From an optimization exercise on the open Yosys and OpenROAD flow, aimed at small area; shortcuts taken in it are not production practice.
In this exercise RTL edits were held to simulation tests only and were not proved equivalent to the original.
Power and IR drop assume default switching activity.

$ cat flow/design.v
package rename_cfg_pkg;
    localparam int ARCH_REGS = 32;
    localparam int PREG_NUM  = 48;
    localparam int FREE_NUM  = PREG_NUM - ARCH_REGS;
    localparam int ROB_SIZE  = 8;
    typedef logic [4:0]  areg_t;
    typedef logic [5:0]  preg_t;
    typedef logic [2:0]  rob_idx_t;
    typedef logic [3:0]  rob_cnt_t;
    typedef logic [4:0]  free_cnt_t;
    typedef logic [31:0] data_t;
    typedef logic [31:0] pc_t;
endpackage
package rename_msg_pkg;
    typedef struct packed {
        logic  valid;
        logic [31:0]  pc;
        logic [4:0] rd;
        logic [4:0] rs1;
        logic [4:0] rs2;
    } dec_uop_t;
    typedef struct packed {
        logic     valid;
        logic [31:0]     pc;
        logic [4:0]    rd;
        logic     has_dest;
        logic [5:0]    rd_preg;
        logic [5:0]    old_preg;
        logic [5:0]    rs1_preg;
        logic     rs1_valid;
        logic [5:0]    rs2_preg;
        logic     rs2_valid;
        logic [2:0] rob_idx;
    } ren_uop_t;
    typedef struct packed {
        logic [31:0]  pc;
        logic [4:0] rd;
        logic  has_dest;
        logic [5:0] new_preg;
        logic [5:0] old_preg;
    } rob_entry_t;
    typedef struct packed {
        logic     valid;
        logic [2:0] rob_idx;
        logic [31:0]   value;
        logic     exception;
    } wb_t;
    typedef struct packed {
        logic     valid;
        logic [2:0] rob_idx;
        logic [31:0]     pc;
        logic [4:0]    rd;
        logic     has_dest;
        logic [5:0]    new_preg;
        logic [5:0]    old_preg;
        logic [31:0]   value;
        logic     exception;
    } commit_t;
endpackage
`timescale 1ns/1ps
module map_table
(
    input  logic  clk,
    input  logic  rst_n,
    input  logic  flush,
    input  rename_cfg_pkg::areg_t rs1,
    input  rename_cfg_pkg::areg_t rs2,
    output rename_cfg_pkg::preg_t rs1_preg,
    output rename_cfg_pkg::preg_t rs2_preg,
    input  rename_cfg_pkg::areg_t rd,
    output rename_cfg_pkg::preg_t old_preg,
    input  logic  wr_en,
    input  rename_cfg_pkg::areg_t wr_rd,
    input  rename_cfg_pkg::preg_t wr_preg
);
    rename_cfg_pkg::preg_t map_q [rename_cfg_pkg::ARCH_REGS];
    assign rs1_preg = map_q[rs1];
    assign rs2_preg = map_q[rs2];
    assign old_preg = map_q[rd];
    always_ff @(posedge clk or negedge rst_n) begin
        if (!rst_n) begin
            for (int i = 0; i < rename_cfg_pkg::ARCH_REGS; i++) begin
                map_q[i] <= rename_cfg_pkg::preg_t'(i);
            end
        end else if (flush) begin
            for (int i = 0; i < rename_cfg_pkg::ARCH_REGS; i++) begin
                map_q[i] <= rename_cfg_pkg::preg_t'(i);
            end
        end else if (wr_en) begin
            map_q[wr_rd] <= wr_preg;
        end
    end
endmodule
`timescale 1ns/1ps
module free_list
(
    input  logic  clk,
    input  logic  rst_n,
    input  logic  flush,
    input  logic  pop,
    output rename_cfg_pkg::preg_t head_preg,
    output logic  empty,
    input  logic  push,
    input  rename_cfg_pkg::preg_t push_preg
);
    rename_cfg_pkg::preg_t     slot_q [rename_cfg_pkg::FREE_NUM];
    logic [$clog2(rename_cfg_pkg::FREE_NUM)-1:0] head;
    logic [$clog2(rename_cfg_pkg::FREE_NUM)-1:0] tail;
    rename_cfg_pkg::free_cnt_t count;
    logic      do_pop;
    logic      do_push;
    localparam int PTR_W = $clog2(rename_cfg_pkg::FREE_NUM);
    localparam logic [PTR_W-1:0] PTR_LAST = PTR_W'(rename_cfg_pkg::FREE_NUM - 1);
    logic [PTR_W-1:0] head_nxt;
    logic [PTR_W-1:0] tail_nxt;
    assign head_nxt = (head == PTR_LAST) ? '0 : head + 1'b1;
    assign tail_nxt = (tail == PTR_LAST) ? '0 : tail + 1'b1;
    assign empty     = (count == '0);
    assign head_preg = slot_q[head];
    assign do_pop  = pop && !empty;
    assign do_push = push && (count != rename_cfg_pkg::free_cnt_t'(rename_cfg_pkg::FREE_NUM));
    always_ff @(posedge clk or negedge rst_n) begin
        if (!rst_n) begin
            for (int i = 0; i < rename_cfg_pkg::FREE_NUM; i++) begin
                slot_q[i] <= rename_cfg_pkg::preg_t'(rename_cfg_pkg::ARCH_REGS + i);
            end
            head  <= '0;
            tail  <= '0;
            count <= rename_cfg_pkg::free_cnt_t'(rename_cfg_pkg::FREE_NUM);
        end else if (flush) begin
            for (int i = 0; i < rename_cfg_pkg::FREE_NUM; i++) begin
                slot_q[i] <= rename_cfg_pkg::preg_t'(rename_cfg_pkg::ARCH_REGS + i);
            end
            head  <= '0;
            tail  <= '0;
            count <= rename_cfg_pkg::free_cnt_t'(rename_cfg_pkg::FREE_NUM);
        end else begin
            if (do_pop) begin
                head <= head_nxt;
            end
            if (do_push) begin
                slot_q[tail] <= push_preg;
                tail         <= tail_nxt;
            end
            count <= count + rename_cfg_pkg::free_cnt_t'(do_push) - rename_cfg_pkg::free_cnt_t'(do_pop);
        end
    end
endmodule
`timescale 1ns/1ps
module rob
(
    input  logic       clk,
    input  logic       rst_n,
    input  logic       flush,
    input  logic       alloc,
    input  rename_msg_pkg::rob_entry_t alloc_entry,
    output rename_cfg_pkg::rob_idx_t   tail_idx,
    output logic       full,
    input  rename_msg_pkg::wb_t        wb,
    output rename_msg_pkg::commit_t    commit,
    output logic       empty
);
    logic [49:0] entry_q [rename_cfg_pkg::ROB_SIZE];
    rename_cfg_pkg::data_t      value_q [rename_cfg_pkg::ROB_SIZE];
    logic       exc_q   [rename_cfg_pkg::ROB_SIZE];
    logic [rename_cfg_pkg::ROB_SIZE-1:0] done_q;
    rename_cfg_pkg::rob_idx_t   head;
    rename_cfg_pkg::rob_idx_t   tail;
    rename_cfg_pkg::rob_cnt_t   count;
    logic       do_alloc;
    logic       do_commit;
    rename_cfg_pkg::rob_idx_t head_nxt;
    rename_cfg_pkg::rob_idx_t tail_nxt;
    assign head_nxt = (head == rename_cfg_pkg::rob_idx_t'(rename_cfg_pkg::ROB_SIZE - 1)) ? '0 : head + 1'b1;
    assign tail_nxt = (tail == rename_cfg_pkg::rob_idx_t'(rename_cfg_pkg::ROB_SIZE - 1)) ? '0 : tail + 1'b1;
    rename_msg_pkg::rob_entry_t head_entry;
    assign head_entry = entry_q[head];
    assign empty    = (count == '0);
    assign full     = (count == rename_cfg_pkg::rob_cnt_t'(rename_cfg_pkg::ROB_SIZE));
    assign tail_idx = tail;
    assign do_alloc  = alloc && !full && !flush;
    assign do_commit = !empty && done_q[head] && !flush;
    always_ff @(posedge clk) begin
        if (do_alloc) begin
            entry_q[tail] <= alloc_entry;
        end
        if (wb.valid && !flush) begin
            value_q[wb.rob_idx] <= wb.value;
            exc_q[wb.rob_idx]   <= wb.exception;
        end
    end
    always_ff @(posedge clk or negedge rst_n) begin
        if (!rst_n) begin
            head   <= '0;
            tail   <= '0;
            count  <= '0;
            done_q <= '0;
            commit <= '0;
        end else if (flush) begin
            head         <= '0;
            tail         <= '0;
            count        <= '0;
            done_q       <= '0;
            commit.valid <= 1'b0;
        end else begin
            commit.valid <= 1'b0;
            if (do_commit) begin
                commit.valid     <= 1'b1;
                commit.rob_idx   <= head;
                commit.pc        <= head_entry.pc;
                commit.rd        <= head_entry.rd;
                commit.has_dest  <= head_entry.has_dest;
                commit.new_preg  <= head_entry.new_preg;
                commit.old_preg  <= head_entry.old_preg;
                commit.value     <= value_q[head];
                commit.exception <= exc_q[head];
                done_q[head] <= 1'b0;
                head         <= head_nxt;
            end
            if (wb.valid) begin
                done_q[wb.rob_idx] <= 1'b1;
            end
            if (do_alloc) begin
                done_q[tail] <= 1'b0;
                tail         <= tail_nxt;
            end
            count <= count + rename_cfg_pkg::rob_cnt_t'(do_alloc) - rename_cfg_pkg::rob_cnt_t'(do_commit);
        end
    end
endmodule
`timescale 1ns/1ps
module rename_stage
(
    input  logic       clk,
    input  logic       rst_n,
    input  logic       flush,
    input  rename_msg_pkg::dec_uop_t   in,
    output rename_msg_pkg::ren_uop_t   out,
    output logic       stall,
    output rename_cfg_pkg::areg_t      rs1,
    output rename_cfg_pkg::areg_t      rs2,
    output rename_cfg_pkg::areg_t      rd,
    input  rename_cfg_pkg::preg_t      rs1_preg,
    input  rename_cfg_pkg::preg_t      rs2_preg,
    input  rename_cfg_pkg::preg_t      old_preg,
    output logic       map_wr,
    input  rename_cfg_pkg::preg_t      free_head,
    input  logic       free_empty,
    output logic       pop,
    output logic       rob_alloc,
    output rename_msg_pkg::rob_entry_t rob_entry,
    input  rename_cfg_pkg::rob_idx_t   rob_tail,
    input  logic       rob_full
);
    logic     has_dest;
    logic     accept;
    rename_cfg_pkg::preg_t    new_preg;
    rename_msg_pkg::ren_uop_t next_uop;
    assign has_dest = (in.rd != '0);
    assign stall  = in.valid && (rob_full || (has_dest && free_empty));
    assign accept = in.valid && !stall && !flush;
    assign rs1 = in.rs1;
    assign rs2 = in.rs2;
    assign rd  = in.rd;
    assign new_preg = has_dest ? free_head : '0;
    assign pop       = accept && has_dest;
    assign map_wr    = accept && has_dest;
    assign rob_alloc = accept;
    assign rob_entry.pc       = in.pc;
    assign rob_entry.rd       = in.rd;
    assign rob_entry.has_dest = has_dest;
    assign rob_entry.new_preg = new_preg;
    assign rob_entry.old_preg = old_preg;
    always_comb begin
        next_uop           = '0;
        next_uop.valid     = 1'b1;
        next_uop.pc        = in.pc;
        next_uop.rd        = in.rd;
        next_uop.has_dest  = has_dest;
        next_uop.rd_preg   = new_preg;
        next_uop.old_preg  = old_preg;
        next_uop.rs1_preg  = rs1_preg;
        next_uop.rs1_valid = (in.rs1 != '0);
        next_uop.rs2_preg  = rs2_preg;
        next_uop.rs2_valid = (in.rs2 != '0);
        next_uop.rob_idx   = rob_tail;
    end
    always_ff @(posedge clk or negedge rst_n) begin
        if (!rst_n) begin
            out <= '0;
        end else if (flush) begin
            out.valid <= 1'b0;
        end else if (accept) begin
            out <= next_uop;
        end else begin
            out.valid <= 1'b0;
        end
    end
endmodule
`timescale 1ns/1ps
module rename_core
(
    input  logic     clk,
    input  logic     rst_n,
    input  logic     flush,
    input  rename_msg_pkg::dec_uop_t in,
    output rename_msg_pkg::ren_uop_t out,
    output logic     stall,
    input  rename_msg_pkg::wb_t      wb,
    output rename_msg_pkg::commit_t  commit,
    output logic     rob_empty
);
    rename_cfg_pkg::areg_t      lkp_rs1;
    rename_cfg_pkg::areg_t      lkp_rs2;
    rename_cfg_pkg::areg_t      lkp_rd;
    rename_cfg_pkg::preg_t      rs1_preg;
    rename_cfg_pkg::preg_t      rs2_preg;
    rename_cfg_pkg::preg_t      old_preg;
    logic       map_wr;
    rename_cfg_pkg::preg_t      free_head;
    logic       free_empty;
    logic       pop;
    logic       rob_alloc;
    rename_msg_pkg::rob_entry_t rob_entry;
    rename_cfg_pkg::rob_idx_t   rob_tail;
    logic       rob_full;
    rename_stage u_stage (
        .clk        (clk),
        .rst_n      (rst_n),
        .flush      (flush),
        .in         (in),
        .out        (out),
        .stall      (stall),
        .rs1        (lkp_rs1),
        .rs2        (lkp_rs2),
        .rd         (lkp_rd),
        .rs1_preg   (rs1_preg),
        .rs2_preg   (rs2_preg),
        .old_preg   (old_preg),
        .map_wr     (map_wr),
        .free_head  (free_head),
        .free_empty (free_empty),
        .pop        (pop),
        .rob_alloc  (rob_alloc),
        .rob_entry  (rob_entry),
        .rob_tail   (rob_tail),
        .rob_full   (rob_full)
    );
    map_table u_map (
        .clk      (clk),
        .rst_n    (rst_n),
        .flush    (flush),
        .rs1      (lkp_rs1),
        .rs2      (lkp_rs2),
        .rs1_preg (rs1_preg),
        .rs2_preg (rs2_preg),
        .rd       (lkp_rd),
        .old_preg (old_preg),
        .wr_en    (map_wr),
        .wr_rd    (lkp_rd),
        .wr_preg  (free_head)
    );
    free_list u_free (
        .clk       (clk),
        .rst_n     (rst_n),
        .flush     (flush),
        .pop       (pop),
        .head_preg (free_head),
        .empty     (free_empty),
        .push      (commit.valid && commit.has_dest),
        .push_preg (commit.old_preg)
    );
    rob u_rob (
        .clk         (clk),
        .rst_n       (rst_n),
        .flush       (flush),
        .alloc       (rob_alloc),
        .alloc_entry (rob_entry),
        .tail_idx    (rob_tail),
        .full        (rob_full),
        .wb          (wb),
        .commit      (commit),
        .empty       (rob_empty)
    );
endmodule
`timescale 1ns/1ps
module rename_top
(
    input  logic        clk,
    input  logic        rst_n,
    input  logic        flush,
    input  logic        in_valid,
    input  logic [31:0] in_pc,
    input  logic [4:0]  in_rd,
    input  logic [4:0]  in_rs1,
    input  logic [4:0]  in_rs2,
    output logic        out_valid,
    output logic [31:0] out_pc,
    output logic [4:0]  out_rd,
    output logic        out_has_dest,
    output logic [5:0]  out_rd_preg,
    output logic [5:0]  out_old_preg,
    output logic [5:0]  out_rs1_preg,
    output logic        out_rs1_valid,
    output logic [5:0]  out_rs2_preg,
    output logic        out_rs2_valid,
    output logic [2:0]  out_rob_idx,
    output logic        stall,
    input  logic        wb_valid,
    input  logic [2:0]  wb_rob_idx,
    input  logic [31:0] wb_value,
    input  logic        wb_exception,
    output logic        commit_valid,
    output logic [2:0]  commit_rob_idx,
    output logic [31:0] commit_pc,
    output logic [4:0]  commit_rd,
    output logic        commit_has_dest,
    output logic [5:0]  commit_new_preg,
    output logic [5:0]  commit_old_preg,
    output logic [31:0] commit_value,
    output logic        commit_exception,
    output logic        rob_empty
);
    rename_msg_pkg::dec_uop_t in;
    rename_msg_pkg::ren_uop_t out;
    rename_msg_pkg::wb_t      wb;
    rename_msg_pkg::commit_t  commit;
    assign in.valid = in_valid;
    assign in.pc    = in_pc;
    assign in.rd    = in_rd;
    assign in.rs1   = in_rs1;
    assign in.rs2   = in_rs2;
    assign wb.valid     = wb_valid;
    assign wb.rob_idx   = wb_rob_idx;
    assign wb.value     = wb_value;
    assign wb.exception = wb_exception;
    rename_core u_core (
        .clk       (clk),
        .rst_n     (rst_n),
        .flush     (flush),
        .in        (in),
        .out       (out),
        .stall     (stall),
        .wb        (wb),
        .commit    (commit),
        .rob_empty (rob_empty)
    );
    assign out_valid     = out.valid;
    assign out_pc        = out.pc;
    assign out_rd        = out.rd;
    assign out_has_dest  = out.has_dest;
    assign out_rd_preg   = out.rd_preg;
    assign out_old_preg  = out.old_preg;
    assign out_rs1_preg  = out.rs1_preg;
    assign out_rs1_valid = out.rs1_valid;
    assign out_rs2_preg  = out.rs2_preg;
    assign out_rs2_valid = out.rs2_valid;
    assign out_rob_idx   = out.rob_idx;
    assign commit_valid     = commit.valid;
    assign commit_rob_idx   = commit.rob_idx;
    assign commit_pc        = commit.pc;
    assign commit_rd        = commit.rd;
    assign commit_has_dest  = commit.has_dest;
    assign commit_new_preg  = commit.new_preg;
    assign commit_old_preg  = commit.old_preg;
    assign commit_value     = commit.value;
    assign commit_exception = commit.exception;
endmodule
$ cat flow/run.sh
#!/bin/bash
# synth_recipe.tcl (not shown) runs the flow's synth.tcl, then flattens the netlist and writes it again
# the make line also repeats each setting of config.mk as NAME=value (left out here)
make -C /OpenROAD-flow-scripts/flow DESIGN_CONFIG=/design/flow/config.mk WORK_HOME=/design/flow/orfs CLKGATE_MAP_FILE= SYNTH_SCRIPT=/design/flow/synth_recipe.tcl finish
$ cat flow/config.mk
export PLATFORM = sky130hd
export DESIGN_NAME = rename_top
export DESIGN_NICKNAME = rename_top
export VERILOG_FILES = /design/flow/design.v
export SDC_FILE = /design/flow/constraint.sdc
export NUM_CORES = 4
export LEC_CHECK = 0
export CAP_MARGIN = 20
export CORE_MARGIN = 2
export CORE_UTILIZATION = 40
export SLEW_MARGIN = 20
$ cat flow/constraint.sdc
create_clock -name core_clock -period 5.0 [get_ports {clk}]
set_input_delay 1.0000 -clock core_clock [delete_from_list [all_inputs] [get_ports {clk}]]
set_output_delay 1.0000 -clock core_clock [all_outputs]
set_load 0.01 [all_outputs]
==> metrics.sh <==
POSTROUTEANTENNANETS=0
PORT_BUFFERS=244
SINKS_ON_CLOCK_NET=1138
WORSTPATHCELLLIST='inv_1 -> ha_1 -> nor4b_2 -> o21ai_2 -> a21boi_0 -> clkdlybuf4s50_1'
STATUS='finished clean'
SYN-INSTANCE-COUNT=3932
CRIT_FANOUT=4
CELL_DEPTH_OF_THE_WORST_FLOP_TO_FLOP_PATH=7
ROUTED_WIRELENGTH_UM=192700
SETUP-TNS-FINAL_NS=0
GRT_FIRST_PASS_WIRELENGTH_UM=270800
POWER.STATIC_LEAKAGE_uW=0.02055
GRT_SETUP_UNREPAIRED='no'
GR-USAGE-ALL-LAYERS_PCT=29.11
HTREEDEPTH=3
NUM-FILL-CELLS=11322
INITIALDRTVIOLATIONCOUNT=4303
PEAKVDDDROP_V=0.0003546
PERIOD_SHARE_PCT=80.45
YS_SEQ_AREA_SHARE_PCT=62.57
GLOBAL_ROUTE.USAGE.MET1_PCT=40.55
CLOCKPOWERSHARE_PCT=37.5
SYNTH_ENABLE_FLOP_CELLS=664
SLOWEST_STAGE='sky130_fd_sc_hd__clkdlybuf4s50_1'
TRANSITION_TIME_OF_THE_TIGHTEST_SLEW_CHECK_PIN_NS=1.082
DIE_W_UM=361.4
SETUP.WORST_PATH.END='stall'
BOUNDARYPINS=245
YOSYS.CELL_TYPES.COUNT=99
AREA_GROWTH_PCT=15.75
MIN-DELAY-PATH-CLASS='in2async'
NUMBER_OF_ANTENNA_VIOLATIONS_AT_THE_FIRST_CHECK_IN_GLOBAL_ROUTING=23
LARGEST_NET_DEGREE_AT_THE_START_OF_GLOBAL_ROUTING=173
DRV.MAX_CAP_VIOLATION_COUNT=0
SYNTH.AREA.MUX_SHARE_PCT=11.85
FINAL_HOLD_VIOL_COUNT=0
POWER_REPORT.INTERNAL_TOTAL_uW=17080
NUMBER_OF_ENDPOINTS_FAILING_SETUP_AT_THE_FINAL_STAGE=0
FINAL_NET_COUNT=4204
GRT_OVERFLOW=0
POST-ROUTE-CELL-AREA_UM2=59130
CTS_SETUP_BUFFERS=0
RR_ENDPOINT='u_core.u_rob.entry_q[1][8]'
MAPPEDNETLISTAREA_UM2=51080
WORST_SLEW_MARGIN_REL_PCT=27.87
SETUP.WORST_PATH.END_CLASS='primary output'
POWER.SWITCHING_uW=6414
SYNTHARSTFLOPSHARE_PCT=41.65
WORSTSETUPPATHDEPTH=6
GRT_PASS1_VIAS=34729
YS_SEQ_ELEMENTS=1138
POST_SYNTH_XOR_AREA_FRACTION_PCT=0.2058
CLOCK_INSERTION_DELAY_WORST_SKEW_NS=0.74
SEQ_AREA_UM2=31970
SYNTHMOSTINSTANTIATEDCELL='sky130_fd_sc_hd__edfxtp_1'
CTS.CLK_SLEW.WORST_PATHS_NS=0.06
GLOBAL_PLACER_S_FINAL_WEIGHTED_CONGESTION=1.024
DPL-INSTANCE-AREA_UM2=55190
FINALCOREUTILIZATION_PCT=46.49
FMAX_MHz=248.6
DIE_AREA_UM2=130600
SWITCHING_SHARE_PCT=27.30
LEADING_POST_SYNTHESIS_CELLS_BY_INSTANCE_COUNT='664 x sky130_fd_sc_hd__edfxtp_1, 345 x sky130_fd_sc_hd__dfrtp_1, 338 x sky130_fd_sc_hd__nand2_1, 318 x sky130_fd_sc_hd__o21ai_0, 271 x sky130_fd_sc_hd__nand3_1'
DETAILEDPLACE.WORSTSLACK_NS=0.7444
ROWS=131
CELLPOWERDENSITY_nW_PER_UM2=397.4
NUMBER_OF_BUFFERS_INSERTED_DURING_CLOCK_TREE_SYNTHESIS=117
POST_CTS.RESIZED_INSTANCES=0
POST_ROUTE_CELLS_DRIVE_ABOVE_1_SHARE_PCT=16.89
CRITICAL-PATH-MAX-STAGE-DELAY_NS=0.72
YOSYSWARNINGS=6
SYNTH_COMPOUND_AREA_SHARE_PCT=10.26
FINAL_CRITICAL_PATH_SETUP_SLACK_NS=0.9774
CTS-ROOT-BUF='sky130_fd_sc_hd__clkbuf_16'
YOSYS.AREA.TOP_TYPE='sky130_fd_sc_hd__edfxtp_1'
VIA_PER_INST=6.198
CHIPHEIGHT_UM=361.4
DRC_ERRORS=0
TIMING.CRITICAL_PATH.FROM='u_core.u_free.count[2]'
GRT_UTIL_MET2_PCT=42.36
POST_SYNTH_FA_HA_MAJ_AREA_FRACTION_PCT=0.9112
WL_PER_CELL_UM=32.88
POST_SYNTHESIS_SHARE_OF_CELL_AREA_SPENT_ON_AND_OR_NAND_AND_NOR_GATES_PCT=10.85
AREA_OCCUPIED_BY_MULTI_INPUT_GATES_UM2=17590
VIA_COUNT=36327
TIMING.SETUP.CRITICAL_PATH_CLASS='reg2out'
CTS.HOLD.BUFFERS_ADDED=0
SYNTH_LARGEST_TYPE_AREA_FRACTION_PCT=39.03
SYN_NETS=4056
CORE-AREA_UM2=127200
FINAL.HOLD.WORST_SLACK_NS=0.1959
TIMING.CRITICAL_PATH.BUF_INV=2
REG2REG_SETUP_SLACK_NS=1.42
POWER_FRAC_SEQ_PCT=47.9
TIMING.CRITICAL_PATH.MAX_DELAY_FAMILY='buffers and inverters'
SYNTH_TOP_CELLS_BY_AREA='sky130_fd_sc_hd__edfxtp_1 39%, sky130_fd_sc_hd__dfrtp_1 17%, sky130_fd_sc_hd__mux4_2 7.5%'
SYNTH_AREA_PER_CELL_UM2=12.99
CLOCK_TREE_FROM_TRITONCTS='built'
HPWL_UM=126900
CLOCK_TREE.BUFFER_DEPTH=3
GRT.BUSIEST_LAYER='met2'
WORSTPATHREQUIRED_NS=4.00
LARGEST_FAMILY_OF_LOGIC_CELLS_BY_SYNTHESIZED_AREA='multiplexers'
DRV_SLEW=0
RR_STARTPOINT='u_core.u_free.head[0]'
WORST_CLOCK_SKEW_NS=0.03262
PWR-SHARE-COMB_PCT=14.6
DRT_FIRST_PASS_ITERS=6
MIN_PERIOD_NS=4.023
INITIAL_CORE_UTIL_PCT=40.16
GRT.MET3_USAGE_PCT=5.987
TIMING.CRITICAL_PATH.ARRIVAL_NS=3.02
YOSYS_MOST_USED_DFF='sky130_fd_sc_hd__edfxtp_1'
CRITPATHLAUNCHTYPE='flip-flop'
[layer usage]
layer | wire [um] | part of all wire (%)
met1 | 81040 | 42
met2 | 83390 | 43
met3 | 15870 | 8.2
met4 | 12120 | 6.3
met5 | 260 | 0.13
[stage by stage]
stage	power, uW	cells
2_1_floorplan	12750	3932
3_5_place_dp	14850	5623
3_3_place_gp	14840	5623
6_report	23500	5861
4_1_cts	23650	5847
5_1_grt	24330	5850
[registers in the layout, summed over array words and instances, names as in the netlist]
| signal | cells |
|---|---|
| u_core.u_rob.entry_q | 400 |
| u_core.u_rob.value_q | 256 |
| u_core.u_map.map_q | 192 |
| u_core.u_free.slot_q | 96 |
| u_core.u_rob.commit | 87 |
| u_core.u_stage.out | 68 |
| u_core.u_rob.done_q | 8 |
| u_core.u_rob.exc_q | 8 |
| u_core.u_free.count | 5 |
| u_core.u_free.head | 4 |
| u_core.u_free.tail | 4 |
| u_core.u_rob.count | 4 |
| u_core.u_rob.head | 3 |
| u_core.u_rob.tail | 3 |
[how the worst min path moves through the flow]
stage	to	start	cells past startpoint
after global routing	u_core.u_rob.commit[6]	rst_n	1
final	u_core.u_rob.commit[6]	rst_n	1
after CTS	u_core.u_rob.commit[6]	rst_n	1
after floorplan	u_core.u_free.slot_q[15][4]	u_core.u_free.slot_q[15][4]	2
after detailed placement	u_core.u_stage.out[52]	u_core.u_stage.out[52]	2
after global placement	u_core.u_free.slot_q[15][4]	u_core.u_free.slot_q[15][4]	2
[cells in the final DEF (no fill, tap or decap), drive strengths merged, types with 129 or more instances in the layout]
| master | count |
|---|---|
| nor2 | 230 |
| nand2 | 341 |
| clkbuf | 153 |
| dfstp | 129 |
| mux2i | 169 |
| edfxtp | 664 |
| o21ai | 332 |
| nand3 | 274 |
| dfrtp | 345 |
| mux4 | 171 |
| clkdlybuf4s50 | 231 |
| a21oi | 217 |
[logic make-up after synthesis]
group / after synthesis
buffers and inverters: 367
DFF: 1138
adders and majority gates: 36
and+or+nand+nor: 1142
muxes: 385
xor gates and xnor gates: 12
AOI/OAI and AO/OA: 852
[final cells by class]
type	count	area share, %
clock inverter	71	1.183
tap	1662	3.517
clock buffer	153	5.407
timing repair buffer	353	5.728
antenna	14	0.05925
multi-input combinational	2427	29.75
sequential	1138	54.08
inverter	43	0.2772
[power by group through the flow]
stage,logic [uW],clock network [uW],registers (uW)
2_1_floorplan,1440,0,11300
3_5_place_dp,3430,0,11400
6_report,3440,8800,11300
3_3_place_gp,3420,0,11400
5_1_grt,3690,9330,11300
4_1_cts,3450,8950,11200

==> re-timing with driven ports <==
The results above use ideal ports. As a check the final layout listed here was re-extracted and re-timed, cells and wires unchanged.
Step 1, drivers: a clkbuf_16 drives clk and a buf_2 each remaining input, both assumed.
Step 2 adds t to the input delays and takes it off the output delays; t is the mean of the earliest and latest rising clock arrival at the registers after step 1. Input paths then give back, and output paths get back, about the clock's delay inside the block.
Slacks: no drivers / after step 1 / after step 2; pairs: no drivers / after step 1.
t, ns: 0.805
setup WS [ns]: 0.977 / 0.899 / 0.745
hold WS [ns]: 0.196 / 0.175 / 0.471
worst setup path after step 2: input to register
worst slew at a driven data input, ns: 0.16
After both steps this run still meets setup and hold. For this run, drivers alone change the setup slack by -0.078 ns; drivers and shift together by -0.232 ns.
